Background: an optimization exercise with open tools, aiming at small area. Do not read the settings as production practice. Only simulation tests tie the RTL to the original design; equivalence was not proved.

alpha:
==> flow/design.v (excerpt) <==
module sp_noise_removal
#(
    parameter int SIGMA = 160
) (
    input  logic        clk,
    input  logic        rst_n,
    input  logic        en_i,
    input  logic [59:0] col_i,
    input  logic        border_pass_i,
    output logic [11:0] data_o,
    output logic        en_o
);
    localparam int THRESH = (SIGMA * 68) >> 4;   
    localparam logic [11:0] LO_LIM = 12'(THRESH);          
    localparam logic [11:0] HI_LIM = 12'(4095 - THRESH);   
    logic [11:0] r0, r1, r2, r3, r4;
    assign r0 = col_i[59:48];
    assign r1 = col_i[47:36];
    assign r2 = col_i[35:24];
    assign r3 = col_i[23:12];
    assign r4 = col_i[11:0];
    logic [11:0] p0_1, p0_2, p0_3, p0_4, p0_5;
    logic [11:0] p1_1, p1_2, p1_3, p1_4;
    logic [11:0] p2_1, p2_2, p2_3, n2_4, n2_5;
    logic [11:0] n3_1, n3_2, n3_3, n3_4;
    logic [11:0] n4_1, n4_2, n4_3, n4_4, n4_5;
    logic [11:0] nr4, n2_3;
    assign nr4  = ~r4;
    assign n2_3 = ~p2_3;
    always_ff @(posedge clk) begin
        p0_1 <= r0;  p0_2 <= p0_1; p0_3 <= p0_2; p0_4 <= p0_3; p0_5 <= p0_4;
  ...
Size: about 300 flip-flops.
Settings: LEC_CHECK=0, ABC_AREA=1, CAP_MARGIN=20, CORE_MARGIN=2, CORE_UTILIZATION=40, CTS_BUF_LIST=sky130_fd_sc_hd__clkbuf_4, CTS_CLUSTER_SIZE=30, GPL_TIMING_DRIVEN=1, SLEW_MARGIN=20; clock period 6.0 ns.
standard.sh (not shown) runs the stock make flow with config.mk's settings and CLKGATE_MAP_FILE= SYNTH_SCRIPT=/design/flow/synth_recipe.tcl, a recipe that flattens the netlist after the stock synthesis.
==> flow/flow/run.sh <==
#!/bin/bash
# The standard layout, except that ports are buffered with buf_1 and the clock
# tree is built without dummy loads. Synthesis and every other step are the
# standard flow's.
set -euo pipefail
bash standard.sh BUFFER_PORTS_ARGS="-buffer_cell sky130_fd_sc_hd__buf_1" \
  CTS_ARGS="-sink_clustering_enable -repair_clock_nets -sink_clustering_size 16 -sink_clustering_max_diameter 90 -buf_list sky130_fd_sc_hd__clkbuf_8 -dont_use_dummy_load" \
  finish > standard_flow.log 2>&1
alpha closes out successfully: all stages finished, all timing, DRC and antenna checks passed.
#### Input delta (beta over alpha)
Settings: GPL_TIMING_DRIVEN now 0, was 1.
==> comparison <==
For beta and alpha, there was not a single run that failed to finish clean. Compared with alpha, beta shows a lower non-clock buffer count. Taking alpha as the reference, in beta final weighted congestion of routability-driven global placement lower, met1 wire length higher.
Inputs modified between beta and gamma:
--- a/flow/flow/run.sh
+++ b/flow/flow/run.sh
@@ -6,3 +6,3 @@
 bash standard.sh BUFFER_PORTS_ARGS="-buffer_cell sky130_fd_sc_hd__buf_1" \
-  CTS_ARGS="-sink_clustering_enable -repair_clock_nets -sink_clustering_size 16 -sink_clustering_max_diameter 90 -buf_list sky130_fd_sc_hd__clkbuf_8 -dont_use_dummy_load" \
+  CTS_ARGS="-sink_clustering_enable -repair_clock_nets -sink_clustering_size 12 -sink_clustering_max_diameter 80 -buf_list sky130_fd_sc_hd__clkbuf_8 -dont_use_dummy_load" \
   finish > standard_flow.log 2>&1
--- outcome ---
The final layout from gamma, which completed every stage, passed the timing, design-rule and antenna checks at the end of the flow.
Taking beta as the reference, in gamma clock-buffer cell count went up 29%, first-pass GRT wire length held, sequential share of cell area dropped 0.17 points, hold slack went down.
Looking at number of nets at the end of the flow across beta and gamma, the one that comes out higher is gamma.
[compare] base=beta new=gamma: cell area higher; clock skew shrank by 0.023 ns; relative area change from synthesis to final layout moved up.
Modified inputs, delta compared to gamma
Settings: changing ABC_AREA from 1 to 0.
--- a/flow/flow/run.sh
+++ b/flow/flow/run.sh
@@ -6,3 +6,3 @@
 bash standard.sh BUFFER_PORTS_ARGS="-buffer_cell sky130_fd_sc_hd__buf_1" \
-  CTS_ARGS="-sink_clustering_enable -repair_clock_nets -sink_clustering_size 12 -sink_clustering_max_diameter 80 -buf_list sky130_fd_sc_hd__clkbuf_8 -dont_use_dummy_load" \
+  CTS_ARGS="-sink_clustering_enable -repair_clock_nets -sink_clustering_size 16 -sink_clustering_max_diameter 90 -buf_list sky130_fd_sc_hd__clkbuf_8 -dont_use_dummy_load" \
   finish > standard_flow.log 2>&1
==> notes.md <==
delta finished all stages; layout check result: FAIL, due to negative setup slack. Against gamma, the final cell area of delta is higher. Between gamma and delta, the routed via count divided by cell count is higher for delta. NOTE detail-routed net length per standard cell gamma->delta increased by more than 10%. Routed wire in delta totals less than in gamma. The run showing the smaller layout inverter count without the clock tree is delta. In delta the number of cells produced by synthesis turned out 349 lower than in gamma. In delta the setup slack after layout turned out 0.42 ns lower than in gamma.

* * *

Another version of the RTL of sp_noise_removal (not shown whole).
For scale: roughly 2100 cells after synthesis, about 77 I/O pins.
clock: 6.0 ns
lec_check: 0
abc_area: 1
cap_margin: 20
core_margin: 2
core_utilization: 40
cts_buf_list: sky130_fd_sc_hd__clkbuf_4
cts_cluster_size: 30
gpl_timing_driven: 0
slew_margin: 20
==> flow/flow/run.sh <==
#!/bin/bash
# The standard layout, except that ports are buffered with buf_1 and the clock
# tree is built without dummy loads. Synthesis and every other step are the
# standard flow's.
set -euo pipefail
bash standard.sh BUFFER_PORTS_ARGS="-buffer_cell sky130_fd_sc_hd__buf_1" \
  CTS_ARGS="-sink_clustering_enable -repair_clock_nets -sink_clustering_size 30 -sink_clustering_max_diameter 120 -buf_list sky130_fd_sc_hd__clkbuf_16 -dont_use_dummy_load" \
  finish > standard_flow.log 2>&1
The starting point ran to the end with no violations.
Rerun with:
==> flow/flow/run.sh (replaced) <==
#!/bin/bash
# The standard layout, except that ports are buffered with buf_1 and the clock
# tree is built without dummy loads. Synthesis and every other step are the
# standard flow's.
set -euo pipefail
bash standard.sh BUFFER_PORTS_ARGS="-buffer_cell sky130_fd_sc_hd__buf_1" \
  CTS_ARGS="-sink_clustering_enable -repair_clock_nets -sink_clustering_size 30 -buf_list sky130_fd_sc_hd__clkbuf_4 -dont_use_dummy_load" \
  finish > standard_flow.log 2>&1
CORE_UTILIZATION = 65   (was 40)
What happened: Core utilization is higher by 27 points; routed wire length is lower by about 2.8%; global-route usage is higher by 12 points.
Rerun with:
==> flow/flow/run.sh (replaced) <==
#!/bin/bash
# The standard layout, except that ports are buffered with buf_1 and the clock
# tree is built without dummy loads. Synthesis and every other step are the
# standard flow's.
set -euo pipefail
bash standard.sh BUFFER_PORTS_ARGS="-buffer_cell sky130_fd_sc_hd__buf_1" \
  CTS_ARGS="-sink_clustering_enable -repair_clock_nets -sink_clustering_size 12 -sink_clustering_max_diameter 80 -buf_list sky130_fd_sc_hd__clkbuf_8 -dont_use_dummy_load" \
  finish > standard_flow.log 2>&1
CORE_UTILIZATION = 40   (was 65)
After rerunning:
- The new run completed with no timing, DRC or antenna violations
- core utilization came out lower by 27 points
- final area is higher slightly
- final cell count went up by a few percent
- synthesized cell count stays the same
- sequential share of layout area decreases by 0.11 points
- clock-buffer cell count drops by 46
- fmax went up slightly
- global-route usage went down by 12 points
- routed wire length is higher by a few percent
Rerun with:
==> flow/flow/run.sh (replaced) <==
#!/bin/bash
# The standard layout, except that ports are buffered with buf_1 and the clock
# tree is built without dummy loads. Synthesis and every other step are the
# standard flow's.
set -euo pipefail
bash standard.sh BUFFER_PORTS_ARGS="-buffer_cell sky130_fd_sc_hd__buf_1" \
  CTS_ARGS="-sink_clustering_enable -repair_clock_nets -sink_clustering_size 30 -buf_list sky130_fd_sc_hd__clkbuf_4 -dont_use_dummy_load" \
  finish > standard_flow.log 2>&1
Result: Worst hold slack gets better by 0.023 ns. Worst setup slack gets worse by 0.011 ns. Via count increases by 2.4%. Sequential share of layout area decreases by 0.29 points. Cell count increases by 1.8%. Global-route usage increases by 0.42 points. Core utilization increases by 0.41 points. Design area increases by 0.92%.

* * *

== build 58 ==
The RTL this note starts from:
==> flow/design.v <==
`default_nettype none
package sp_pixel_pkg;
    localparam int PIX_W   = 12;
    localparam int PIX_MAX = (1 << PIX_W) - 1;   
    localparam int WIN_N   = 5;
    localparam int WIN_MID = WIN_N / 2;   
    typedef logic [PIX_W-1:0] pixel_t;
    typedef union packed {
        logic [WIN_N*PIX_W-1:0] flat;
        pixel_t [0:WIN_N-1]     pix;
    } column_t;
    localparam int QUANT       = 68;
    localparam int QUANT_SHIFT = 4;
endpackage
`default_nettype wire
`default_nettype none
package sp_ctrl_pkg;
    typedef enum logic [1:0] {
        IDLE = 2'd0,   
        FILL = 2'd1,   
        RUN  = 2'd2    
    } win_state_t;
    localparam int CALC_LAT = 4;
    localparam int TOP_LAT = CALC_LAT + 1;
endpackage
`default_nettype wire
`timescale 1ns/1ps
`default_nettype none
module sp_noise_removal
#(
    parameter int SIGMA = 160
) (
    input  logic        clk,
    input  logic        rst_n,
    input  logic        en_i,
    input  logic [59:0] col_i,
    input  logic        border_pass_i,
    output logic [11:0] data_o,
    output logic        en_o
);
    localparam int THRESH = (SIGMA * 68) >> 4;   
    localparam logic [11:0] LO_LIM = 12'(THRESH);          
    localparam logic [11:0] HI_LIM = 12'(4095 - THRESH);   
    logic [11:0] r0, r1, r2, r3, r4;
    assign r0 = col_i[59:48];
    assign r1 = col_i[47:36];
    assign r2 = col_i[35:24];
    assign r3 = col_i[23:12];
    assign r4 = col_i[11:0];
    logic [11:0] p0_1, p0_2, p0_3, p0_4, p0_5;
    logic [11:0] p1_1, p1_2, p1_3, p1_4;
    logic [11:0] p2_1, p2_2, p2_3, n2_4, n2_5;
    logic [11:0] n3_1, n3_2, n3_3, n3_4;
    logic [11:0] n4_1, n4_2, n4_3, n4_4, n4_5;
    logic [11:0] nr4, n2_3;
    assign nr4  = ~r4;
    assign n2_3 = ~p2_3;
    always_ff @(posedge clk) begin
        p0_1 <= r0;  p0_2 <= p0_1; p0_3 <= p0_2; p0_4 <= p0_3; p0_5 <= p0_4;
        p1_1 <= r1;  p1_2 <= p1_1; p1_3 <= p1_2; p1_4 <= p1_3;
        p2_1 <= r2;  p2_2 <= p2_1; p2_3 <= p2_2; n2_4 <= n2_3; n2_5 <= n2_4;
        n3_1 <= ~r3; n3_2 <= n3_1; n3_3 <= n3_2; n3_4 <= n3_3;
        n4_1 <= nr4; n4_2 <= n4_1; n4_3 <= n4_2; n4_4 <= n4_3; n4_5 <= n4_4;
    end
    function automatic logic [11:0] absd(input logic [11:0] a, input logic [11:0] nb);
        logic [11:0] p, g, pp, gg, c;
        logic        gt;
        p = a ^ nb;
        g = a & nb;
        pp = p;
        gg = g;
        for (int l = 0; l < 4; l++) begin
            for (int i = 0; i < 12; i++) begin
                if ((i >> l) & 1) begin
                    gg[i] = gg[i] | (pp[i] & gg[((i >> l) << l) - 1]);
                    pp[i] = pp[i] & pp[((i >> l) << l) - 1];
                end
            end
        end
        gt = gg[11];
        c[0] = gt;
        for (int i = 1; i < 12; i++) c[i] = gg[i-1] | (pp[i-1] & gt);
        absd = p ^ c ^ {12{~gt}};
    endfunction
    function automatic logic [12:0] gsum(input logic [11:0] x, input logic [11:0] y);
        gsum = {1'b0, x} + {1'b0, y};
    endfunction
    function automatic logic [11:0] intp4(input logic [11:0] oa, input logic [11:0] ob,
                                          input logic [11:0] ia, input logic [11:0] ib);
        logic [10:0] x, y, z, w;
        logic [11:0] s1, c1, s2, c2;
        logic [12:0] t;
        x = oa[11:1];
        y = ob[11:1];
        z = ia[11:1];
        w = ib[11:1];
        s1 = {1'b0, x ^ y ^ z};
        c1 = {(x & y) | (x & z) | (y & z), 1'b0};
        s2 = s1 ^ c1 ^ {1'b0, w};
        c2 = {(s1[10:0] & c1[10:0]) | (s1[10:0] & w) | (c1[10:0] & w), 1'b0};
        t = {1'b0, s2} + {1'b0, c2} + {12'd0, oa[0] | ob[0]} + {12'd0, ia[0] | ib[0]} + 13'd1;
        intp4 = t[12:1];
    endfunction
    logic [12:0] g_h, g_v, g_d, g_z;
    assign g_h = gsum(absd(r2,   n2_4), absd(p2_1, n2_3));
    assign g_v = gsum(absd(p0_2, n4_2), absd(p1_2, n3_2));
    assign g_d = gsum(absd(r0,   n4_4), absd(p1_1, n3_3));
    assign g_z = gsum(absd(p0_4, nr4 ), absd(p1_3, n3_1));
    logic lt_vh, lt_dh, lt_zh, lt_dv, lt_zv, lt_zd;
    assign lt_vh = g_v < g_h;
    assign lt_dh = g_d < g_h;
    assign lt_zh = g_z < g_h;
    assign lt_dv = g_d < g_v;
    assign lt_zv = g_z < g_v;
    assign lt_zd = g_z < g_d;
    logic [1:0] dir;   
    always_comb begin
        if (lt_zh && lt_zv && lt_zd)       dir = 2'd3;
        else if (lt_dh && lt_dv)           dir = 2'd2;
        else if (lt_vh)                    dir = 2'd1;
        else                               dir = 2'd0;
    end
    logic [1:0] dir_q;
    logic       border_q;
    always_ff @(posedge clk) begin
        dir_q    <= dir;
        border_q <= border_pass_i;
    end
    logic [11:0] oa, ob, ia, ib;
    always_comb begin
        case (dir_q)
            2'd0:    begin oa = p2_1; ob = ~n2_5; ia = p2_2; ib = ~n2_4; end
            2'd1:    begin oa = p0_3; ob = ~n4_3; ia = p1_3; ib = ~n3_3; end
            2'd2:    begin oa = p0_1; ob = ~n4_5; ia = p1_2; ib = ~n3_4; end
            default: begin oa = p0_5; ob = ~n4_1; ia = p1_4; ib = ~n3_2; end
        endcase
    end
    logic [11:0] intp;
    assign intp = intp4(oa, ob, ia, ib);
    logic replace;
    assign replace = !border_q &&
                     (((p2_3 == 12'd0)   && (intp > LO_LIM)) ||
                      ((p2_3 == 12'hfff) && (intp < HI_LIM)));
    always_ff @(posedge clk) begin
        data_o <= replace ? intp : p2_3;
    end
    logic [2:0] run_q;
    logic       full;
    logic       v1_q;
    assign full = run_q[2];
    always_ff @(posedge clk or negedge rst_n) begin
        if (!rst_n) begin
            run_q <= '0;
            v1_q  <= 1'b0;
            en_o  <= 1'b0;
        end else begin
            run_q <= !en_i ? 3'd0 : (full ? run_q : run_q + 3'd1);
            v1_q  <= en_i && full;
            en_o  <= v1_q;
        end
    end
endmodule
`default_nettype wire
export LEC_CHECK = 0
export ABC_AREA = 1
export CAP_MARGIN = 20
export CORE_MARGIN = 2
export CORE_UTILIZATION = 40
export CTS_BUF_LIST = sky130_fd_sc_hd__clkbuf_4
export CTS_CLUSTER_SIZE = 30
export GPL_TIMING_DRIVEN = 0
export SLEW_MARGIN = 20
create_clock -name core_clock -period 6.0 [get_ports {clk}]
==> flow/flow/run.sh <==
#!/bin/bash
# The standard layout, except that ports are buffered with buf_1 instead of
# the default port buffer. Synthesis and every other step are the standard flow's.
set -euo pipefail
bash standard.sh BUFFER_PORTS_ARGS="-buffer_cell sky130_fd_sc_hd__buf_1" finish > standard_flow.log 2>&1
Here is what was changed in the inputs of build 13 compared with build 58.
==> flow/flow/run.sh <==
#!/bin/bash
# The standard layout, except that ports are buffered with buf_1 and the clock
# tree is built without dummy loads. Synthesis and every other step are the
# standard flow's.
set -euo pipefail
bash standard.sh BUFFER_PORTS_ARGS="-buffer_cell sky130_fd_sc_hd__buf_1" \
  CTS_ARGS="-sink_clustering_enable -repair_clock_nets -sink_clustering_size 30 -buf_list sky130_fd_sc_hd__clkbuf_4 -dont_use_dummy_load" \
  finish > standard_flow.log 2>&1
==> notes.md <==
The lower time the worst path needs with I/O delays and setup of build 58 and build 13 is in build 58.
Row relative area of clock buffers and inverters in the final design: build 13 lower / build 58 higher
In the tables for build 58 and build 13, cell depth of the worst flop-to-flop path reads lower with build 13.
Comparing build 58 and build 13, the lower final design area excluding fillers was measured on build 13.
Setup WNS build 58 -> build 13: worse
Relative to build 58, the maximum frequency measured on build 13 has decreased slightly.
Changes observed in build 13 relative to build 58: number of standard cells in the final layout excluding fillers dropped 2.2%; routed wire length dropped 440 um.
The clock-pin slew reported for the worst setup and hold paths after clock tree synthesis on build 58 is in line with that on build 13.
The following lists how build 41 was set up differently from build 13:
- CORE_UTILIZATION: 40 -> 60
==> flow/run.sh (new file) <==
#!/bin/bash
# synth_recipe.tcl (not shown) runs the flow's synth.tcl, then flattens the netlist and writes it again
# the make line also repeats each setting of config.mk as NAME=value (left out here)
make -C /OpenROAD-flow-scripts/flow DESIGN_CONFIG=/design/flow/config.mk WORK_HOME=/design/flow/orfs CLKGATE_MAP_FILE= SYNTH_SCRIPT=/design/flow/synth_recipe.tcl finish
removed: flow/flow/run.sh
removed: flow/standard.sh
==> notes.md <==
Between build 13 and build 41, data-path buffer share of cell area in the final layout is higher for build 41, build 13 comes in under that.
Period utilization on build 41 is up relative to build 13.
Final cell count: lower on build 41
Per the comparison of build 41 with build 13, clock-buffer cell count higher, clock-pin slew of the registers on the worst-case setup and hold paths has remained practically unchanged, number of multi-input combinational cells in the layout neither gained nor lost much.
The following lists how build 56 was set up differently from build 41:
- swapping 60 for 40 in CORE_UTILIZATION
==> flow/flow/run.sh (new file) <==
#!/bin/bash
# The standard layout, except that ports are buffered with buf_1 and the clock
# tree is built without dummy loads. Synthesis and every other step are the
# standard flow's.
set -euo pipefail
bash standard.sh BUFFER_PORTS_ARGS="-buffer_cell sky130_fd_sc_hd__buf_1" \
  CTS_ARGS="-sink_clustering_enable -repair_clock_nets -sink_clustering_size 30 -buf_list sky130_fd_sc_hd__clkbuf_8 -dont_use_dummy_load -sink_buffer_max_cap_derate 0.5" \
  finish > standard_flow.log 2>&1
==> flow/standard.sh (new file) <==
#!/bin/bash
# synth_recipe.tcl (not shown) runs the flow's synth.tcl, then flattens the netlist and writes it again
# the make line also repeats each setting of config.mk as NAME=value (left out here)
make -C /OpenROAD-flow-scripts/flow DESIGN_CONFIG=/design/flow/config.mk WORK_HOME=/design/flow/orfs CLKGATE_MAP_FILE= SYNTH_SCRIPT=/design/flow/synth_recipe.tcl "${@:-finish}"
removed: flow/run.sh
- Build 56 was carried through to the last stage, and its layout satisfied the timing, design-rule and antenna checks.
- Area fraction of clock buffers and clock inverters, build 41 and build 56: higher on build 41
- The core of build 56 is less densely filled than that of build 41.
- Footprint of the multi-input gates (build 56 vs. build 41) decreases slightly
- Build 56 vs. build 41: worst-case reg-to-reg path depth up about 8%; via count decreased by 3.1% relative to the old numbers; sequential portion of the cell area picked up an extra 1.1 points.
- From build 41 to build 56 the numbers moved as follows: placement-stage worst setup slack up 0.17 ns; number of buffers and inverters on the critical path decreased by 1 relative to the old numbers.
diff inputs: build 56 => build 22
==> flow/flow/run.sh <==
#!/bin/bash
# The standard layout, except that ports are buffered with buf_1 and the clock
# tree is built without dummy loads. Synthesis and every other step are the
# standard flow's.
set -euo pipefail
bash standard.sh BUFFER_PORTS_ARGS="-buffer_cell sky130_fd_sc_hd__buf_1" \
  CTS_ARGS="-sink_clustering_enable -repair_clock_nets -sink_clustering_size 30 -buf_list {sky130_fd_sc_hd__clkbuf_2 sky130_fd_sc_hd__clkbuf_4} -root_buf sky130_fd_sc_hd__clkbuf_4 -tree_buf sky130_fd_sc_hd__clkbuf_4 -sink_clustering_buffer sky130_fd_sc_hd__clkbuf_2 -dont_use_dummy_load" \
  finish > standard_flow.log 2>&1
Global-route wire length before repair: build 22 > build 56
Build 22 has number of clock-tree buffers in the layout above what build 56 had.
Going from build 56 to build 22, number of fill cells in the layout grew slightly.
Count of different cell masters after synthesis came out exactly the same in build 22 and build 56.
Re setup slack: build 56 was lower than build 22.

==> afterwards: timing with drivers on the ports <==
Ports are ideal in the flow. The routed layouts listed here were re-timed in OpenROAD. Step 1, drivers: a clkbuf_16 drives clk and a buf_2 each remaining input, both assumed. Step 2 times the ports against the registers' clock, not the clock port: input delays grow and output delays shrink by t, the midpoint of the rising clock arrivals with the driver on. Slacks: ideal ports / drivers / drivers and shift; pairs: ideal ports / drivers.
| run | t (ns) | setup slack, ns | clock arrival spread, ns |
|---|---|---|---|
| alpha | 0.634 | 0.430 / 0.430 / -0.126 | 0.059 / 0.058 |
| beta | 0.619 | 0.266 / 0.266 / -0.314 | 0.127 / 0.126 |
| gamma | 0.674 | 0.292 / 0.292 / -0.319 | 0.105 / 0.105 |
| delta | 0.623 | -0.128 / -0.112 / -0.735 | 0.073 / 0.073 |
| the first run of note 2 | 0.538 | 0.297 / 0.329 / -0.209 | 0.055 / 0.056 |
| the second run of note 2 | 0.690 | 0.258 / 0.273 / -0.417 | 0.088 / 0.088 |
| the third run of note 2 | 0.635 | 0.307 / 0.332 / -0.303 | 0.104 / 0.105 |
| the fourth run of note 2 | 0.782 | 0.297 / 0.324 / -0.458 | 0.136 / 0.136 |
| build 58 | 0.815 | 0.443 / 0.471 / -0.344 | 0.060 / 0.060 |
| build 13 | 0.785 | 0.339 / 0.368 / -0.417 | 0.064 / 0.065 |
| build 41 | 0.766 | 0.308 / 0.328 / -0.439 | 0.096 / 0.095 |
| build 56 | 0.611 | 0.314 / 0.342 / -0.269 | 0.087 / 0.087 |
| build 22 | 0.773 | 0.435 / 0.462 / -0.311 | 0.113 / 0.112 |
With both steps, setup timing fails in 12 of these runs, where it was met with ideal ports. For build 58, which loses most, drivers alone change the setup slack by +0.028 ns; drivers and shift together by -0.787 ns.
